This design comes from an exercise in tuning for small area on the open sky130 flow, not from production work.
The RTL was checked by simulation tests, not by an equivalence proof against the original design.
Power is estimated from default activity; no workload was simulated.

== build 88 ==
// daq_ctrl_top
module daq_ctrl_top (
	input  logic         tx_clk,
	input  logic         rst,
	input  logic [7:0]   byte_in,
	input  logic         byte_ready,
	input  logic         tx_en_fast,
	input  logic         tx_en_slow,
	input  logic         word_loaded_fast,
	input  logic         word_loaded_slow,
	output logic         byte_unload,
	output logic [145:0] timing,
	output logic [6:0]   pulses,
	output logic [9:0]   rb_fast,
	output logic [9:0]   rb_slow,
	output logic         dcm_rst,
	output logic         idelay_rst_out
);
Settings: LEC_CHECK=0, CAP_MARGIN=20, CORE_MARGIN=2, CORE_UTILIZATION=40, SLEW_MARGIN=20; clock period 10.0 ns.
run.sh (not shown) runs the stock make flow with config.mk's settings and CLKGATE_MAP_FILE= SYNTH_SCRIPT=/design/flow/synth_recipe.tcl, a recipe that flattens the netlist after the stock synthesis.
## Diff of input files: build 3 against build 88
Settings: CTS_BUF_LIST: unset -> sky130_fd_sc_hd__clkbuf_4.
### Flow results
Build 3: done, clean on timing, DRC and antenna
Re setup slack: build 88 was higher than build 3.
Power, build 3 vs build 88: down by a few percent
Sort build 3 and build 88 by area added between synthesis and finish, descending, and build 88 comes first.
Worst IR drop on VDD: build 3 lower than build 88
In the final design statistics, build 3 uses more standard cells in total than build 88.

Another version of the RTL of daq_ctrl_top (not shown whole).
Size: roughly 1600 cells after synthesis, ~460 flip-flops, about 190 I/O pins, ~18000 µm² of cells after synthesis.
==> flow/config.mk <==
export PLATFORM = sky130hd
export DESIGN_NAME = daq_ctrl_top
export DESIGN_NICKNAME = daq_ctrl_top
export VERILOG_FILES = /design/flow/design.v
export SDC_FILE = /design/flow/constraint.sdc
export NUM_CORES = 4
export LEC_CHECK = 0
export CAP_MARGIN = 0
export CORE_MARGIN = 2
export CORE_UTILIZATION = 60
export PLACE_DENSITY = 0.7
export SLEW_MARGIN = 0
==> flow/constraint.sdc <==
create_clock -name core_clock -period 10.0 [get_ports {tx_clk}]
set_input_delay 2.0000 -clock core_clock [delete_from_list [all_inputs] [get_ports {tx_clk}]]
set_output_delay 2.0000 -clock core_clock [all_outputs]
set_load 0.01 [all_outputs]
standard.sh (not shown) runs the stock make flow with config.mk's settings and CLKGATE_MAP_FILE= SYNTH_SCRIPT=/design/flow/synth_recipe.tcl, a recipe that flattens the netlist after the stock synthesis.
==> flow/flow/run.sh <==
#!/bin/bash
# Own layout flow: the standard flow (standard.sh) with two changes.
#  1. Synthesis is the standard script with only the ABC script swapped for the
#     area-oriented flow/area.abc. Its registers (names and cell types) are
#     checked against the standard synthesis; if they differ the standard
#     netlist is used instead.
#  2. Port buffers are sky130_fd_sc_hd__buf_1 (buffer_ports -buffer_cell).
#  3. Clock tree: clusters of at most 16 sinks within 80 um, each driven by a
#     clkbuf_8, without dummy loads (CTS_ARGS).
# Each tool's output goes to a log file of its own in this folder.
set -euo pipefail
W=$PWD
R=$W/orfs/results/$FLOW_PLATFORM/daq_ctrl_top/base

bash standard.sh synth > log_std_synth.txt 2>&1
cp "$R/1_2_yosys.v" ref_netlist.v

# 2. own synthesis: same script and make call, abc script swapped
{ cat flow/abc_override.tcl; cat synth_recipe.tcl; } > own_synth.tcl
sed "s#SYNTH_SCRIPT=[^ ]*#SYNTH_SCRIPT=$W/own_synth.tcl#" standard.sh > own_standard.sh
mkdir -p ref_results
cp -p "$R"/1_* ref_results/
rm -f "$R"/1_*
export OWN_ABC_SCRIPT=$W/flow/area.abc
if bash own_standard.sh synth > log_own_synth.txt 2>&1 \
   && python3 flow/regs.py ref_netlist.v "$R/1_2_yosys.v" > log_regs.txt 2>&1; then
  echo "own synthesis used" >> log_regs.txt
else
  echo "own synthesis not used, back to the standard netlist" >> log_regs.txt
  rm -f "$R"/1_*
  cp -p ref_results/1_* "$R"/
fi

# 3. the rest of the standard flow, port buffers as buf_1
export BUFFER_PORTS_ARGS="-buffer_cell sky130_fd_sc_hd__buf_1"
export CTS_ARGS="-sink_clustering_enable -sink_clustering_size 16 -sink_clustering_max_diameter 80 -buf_list sky130_fd_sc_hd__clkbuf_8 -dont_use_dummy_load -repair_clock_nets"
bash own_standard.sh > log_layout.txt 2>&1
test -s out/final.def
Other scripts of this flow, unchanged in this note and not shown: flow/flow/abc_override.tcl, flow/flow/area.abc, flow/flow/regs.py
The baseline produced a clean layout.
Change:
--- a/flow/config.mk
+++ b/flow/config.mk
@@ -7,6 +7,5 @@
 export LEC_CHECK = 0
-export CAP_MARGIN = 0
+export CAP_MARGIN = 20
 export CORE_MARGIN = 2
-export CORE_UTILIZATION = 60
-export PLACE_DENSITY = 0.7
-export SLEW_MARGIN = 0
+export CORE_UTILIZATION = 40
+export SLEW_MARGIN = 20
Power came out higher by 0.87%.
Worst setup slack is better by 0.049 ns.
Via count came out higher by 0.79%.
Sequential cell count is unchanged.
Change:
--- a/flow/config.mk
+++ b/flow/config.mk
@@ -9,3 +9,4 @@
 export CORE_MARGIN = 2
-export CORE_UTILIZATION = 40
+export CORE_UTILIZATION = 60
+export PLACE_DENSITY = 0.7
 export SLEW_MARGIN = 20
First-iteration DRC count goes down by 13%.
Setup slack loses 0.055 ns.
Clock skew goes down by 0.021 ns.
Clock power goes down by about 2.6%.
Fmax goes down by about 1.3%.
Design area goes down by about 1.5%.
Power goes down by 0.89%.
Die area goes down by about 33%.
Synthesized area does not change.

Another version of the RTL of daq_ctrl_top (not shown whole).
For scale: about 460 flip-flops, roughly 190 I/O pins, ~17000 um^2 of cells after synthesis.
clock: 10.0 ns
lec_check: 0
cap_margin: 20
core_margin: 2
core_utilization: 60
place_density: 0.7
slew_margin: 20
==> flow/flow/abc_override.tcl <==
# Route synth.tcl's abc call to the script named by OWN_ABC_SCRIPT.
proc abc {args} {
  set i [lsearch -exact $args -script]
  if {$i >= 0} { lset args [expr {$i + 1}] $::env(OWN_ABC_SCRIPT) }
  yosys abc {*}$args
}
==> flow/flow/area.abc <==
strash
&get -n
&st
&dch -f
&nf -a -R 1000
&put
==> flow/flow/regs.py <==
# Compare the registers (instance name and cell type, drive strength ignored) of two netlists.
import re, sys
def regs(path):
    txt = open(path).read()
    out = set()
    for cell, name in re.findall(r'^\s*(sky130_fd_sc_hd__\w+)\s+(\S+)\s*\(', txt, re.M):
        base = re.sub(r'_\d+$', '', cell.replace('sky130_fd_sc_hd__', ''))
        if re.match(r'(s?df|s?edf|dl)', base):
            out.add((name, base))
    return out
a, b = regs(sys.argv[1]), regs(sys.argv[2])
print(f"registers: reference {len(a)}, own {len(b)}")
if a != b:
    print("differ:", sorted(a ^ b)[:20])
    sys.exit(1)
print("registers match")
Scripts as last shown in full above: flow/flow/run.sh
==> next run, changes <==
--- a/flow/flow/run.sh
+++ b/flow/flow/run.sh
@@ -8,2 +8,2 @@
-#  3. Clock tree: clusters of at most 16 sinks within 80 um, each driven by a
-#     clkbuf_8, without dummy loads (CTS_ARGS).
+#  3. Clock tree: clusters of at most 10 sinks within 50 um, built of
+#     clkbuf_4, without dummy loads (CTS_ARGS).
@@ -36 +36 @@
-export CTS_ARGS="-sink_clustering_enable -sink_clustering_size 16 -sink_clustering_max_diameter 80 -buf_list sky130_fd_sc_hd__clkbuf_8 -dont_use_dummy_load -repair_clock_nets"
+export CTS_ARGS="-sink_clustering_enable -sink_clustering_size 10 -sink_clustering_max_diameter 50 -buf_list sky130_fd_sc_hd__clkbuf_4 -dont_use_dummy_load -repair_clock_nets"
==> flow/flow/area.abc (replaced) <==
strash
&get -n
&st
&dch -f
&nf -a -R 1000
&put
strash
&get -n
&st
&dch -f
&nf -a -R 1000
&put
strash
&get -n
&st
&dch -f
&nf -a -R 1000
&put
strash
&get -n
&st
&dch -f
&nf -a -R 1000
&put
--- a/flow/config.mk
+++ b/flow/config.mk
@@ -10,2 +10,2 @@
-export CORE_UTILIZATION = 60
-export PLACE_DENSITY = 0.7
+export CORE_UTILIZATION = 70
+export PLACE_DENSITY = 0.8
Clock power goes down by 7.4%.
Clock-buffer cell count came out higher by 18.
Final cell count falls by 2.1%.
Worst hold slack loses 0.021 ns.
==> next run, changes <==
--- a/flow/flow/run.sh
+++ b/flow/flow/run.sh
@@ -8 +8 @@
-#  3. Clock tree: clusters of at most 10 sinks within 50 um, built of
+#  3. Clock tree: clusters of at most 9 sinks within 45 um, built of
@@ -36 +36 @@
-export CTS_ARGS="-sink_clustering_enable -sink_clustering_size 10 -sink_clustering_max_diameter 50 -buf_list sky130_fd_sc_hd__clkbuf_4 -dont_use_dummy_load -repair_clock_nets"
+export CTS_ARGS="-sink_clustering_enable -sink_clustering_size 9 -sink_clustering_max_diameter 45 -buf_list sky130_fd_sc_hd__clkbuf_4 -dont_use_dummy_load -repair_clock_nets"
--- a/flow/config.mk
+++ b/flow/config.mk
@@ -10,2 +10,2 @@
-export CORE_UTILIZATION = 70
-export PLACE_DENSITY = 0.8
+export CORE_UTILIZATION = 60
+export PLACE_DENSITY = 0.7
The new run completed with no timing, DRC or antenna violations.
Synthesized area stays the same.
Non-clock buffer count rises by 3.
Combinational power rises slightly.
Wire length rises by a few percent.
Global-route usage falls by 4.4 points.
Clock-buffer cell count rises by 5.
==> next run, changes <==
--- a/flow/flow/run.sh
+++ b/flow/flow/run.sh
@@ -8 +8 @@
-#  3. Clock tree: clusters of at most 9 sinks within 45 um, built of
+#  3. Clock tree: clusters of at most 10 sinks within 50 um, built of
@@ -36 +36 @@
-export CTS_ARGS="-sink_clustering_enable -sink_clustering_size 9 -sink_clustering_max_diameter 45 -buf_list sky130_fd_sc_hd__clkbuf_4 -dont_use_dummy_load -repair_clock_nets"
+export CTS_ARGS="-sink_clustering_enable -sink_clustering_size 10 -sink_clustering_max_diameter 50 -buf_list sky130_fd_sc_hd__clkbuf_4 -dont_use_dummy_load -repair_clock_nets"
--- a/flow/config.mk
+++ b/flow/config.mk
@@ -10,0 +11 @@
+export GPL_TIMING_DRIVEN = 0
=>
- wire length fell slightly
- die area does not change
- global-route usage fell by 0.34 points
- design area rose slightly
- utilization rose by 0.49 points
- via count barely changes
- clock skew fell by 0.011 ns
- non-clock buffer count fell by 1

[re-timing with driven ports]
How much do the figures lean on ideal ports? The routed layouts below were timed once more, with nothing changed but the port constraints. Step 1 sets driving cells, clkbuf_16 on the clock port and buf_2 on the other inputs (assumed; they add their load-dependent delay and slew). Step 2 adds t to the input delays and takes it off the output delays; t is the mean of the earliest and latest rising clock arrival at the registers after step 1. Input paths then give back, and output paths get back, about the clock's delay inside the block. a / b / c = ideal / step 1 / step 2; a / b = the first two.
run | t, ns | setup slack, ns | worst setup path after step 2
build 88 | 0.653 | 5.277 / 5.219 / 5.440 | input, reset recovery
build 3 | 0.921 | 4.989 / 4.936 / 5.422 | input, reset recovery
the first run of note 2 | 0.609 | 5.808 / 5.756 / 6.309 | input to register
the second run of note 2 | 0.652 | 5.856 / 5.802 / 6.411 | input to register
the third run of note 2 | 0.607 | 5.801 / 5.749 / 6.309 | input to register
the first run of note 3 | 0.591 | 5.138 / 5.088 / 5.679 | register to output
the second run of note 3 | 0.745 | 4.837 / 4.788 / 5.533 | register to output
the third run of note 3 | 0.773 | 5.217 / 5.166 / 5.939 | register to output
the fourth run of note 3 | 0.771 | 4.820 / 4.764 / 5.535 | register to output
After both steps setup and hold are still met in every run listed. Setup slack includes reset recovery checks.
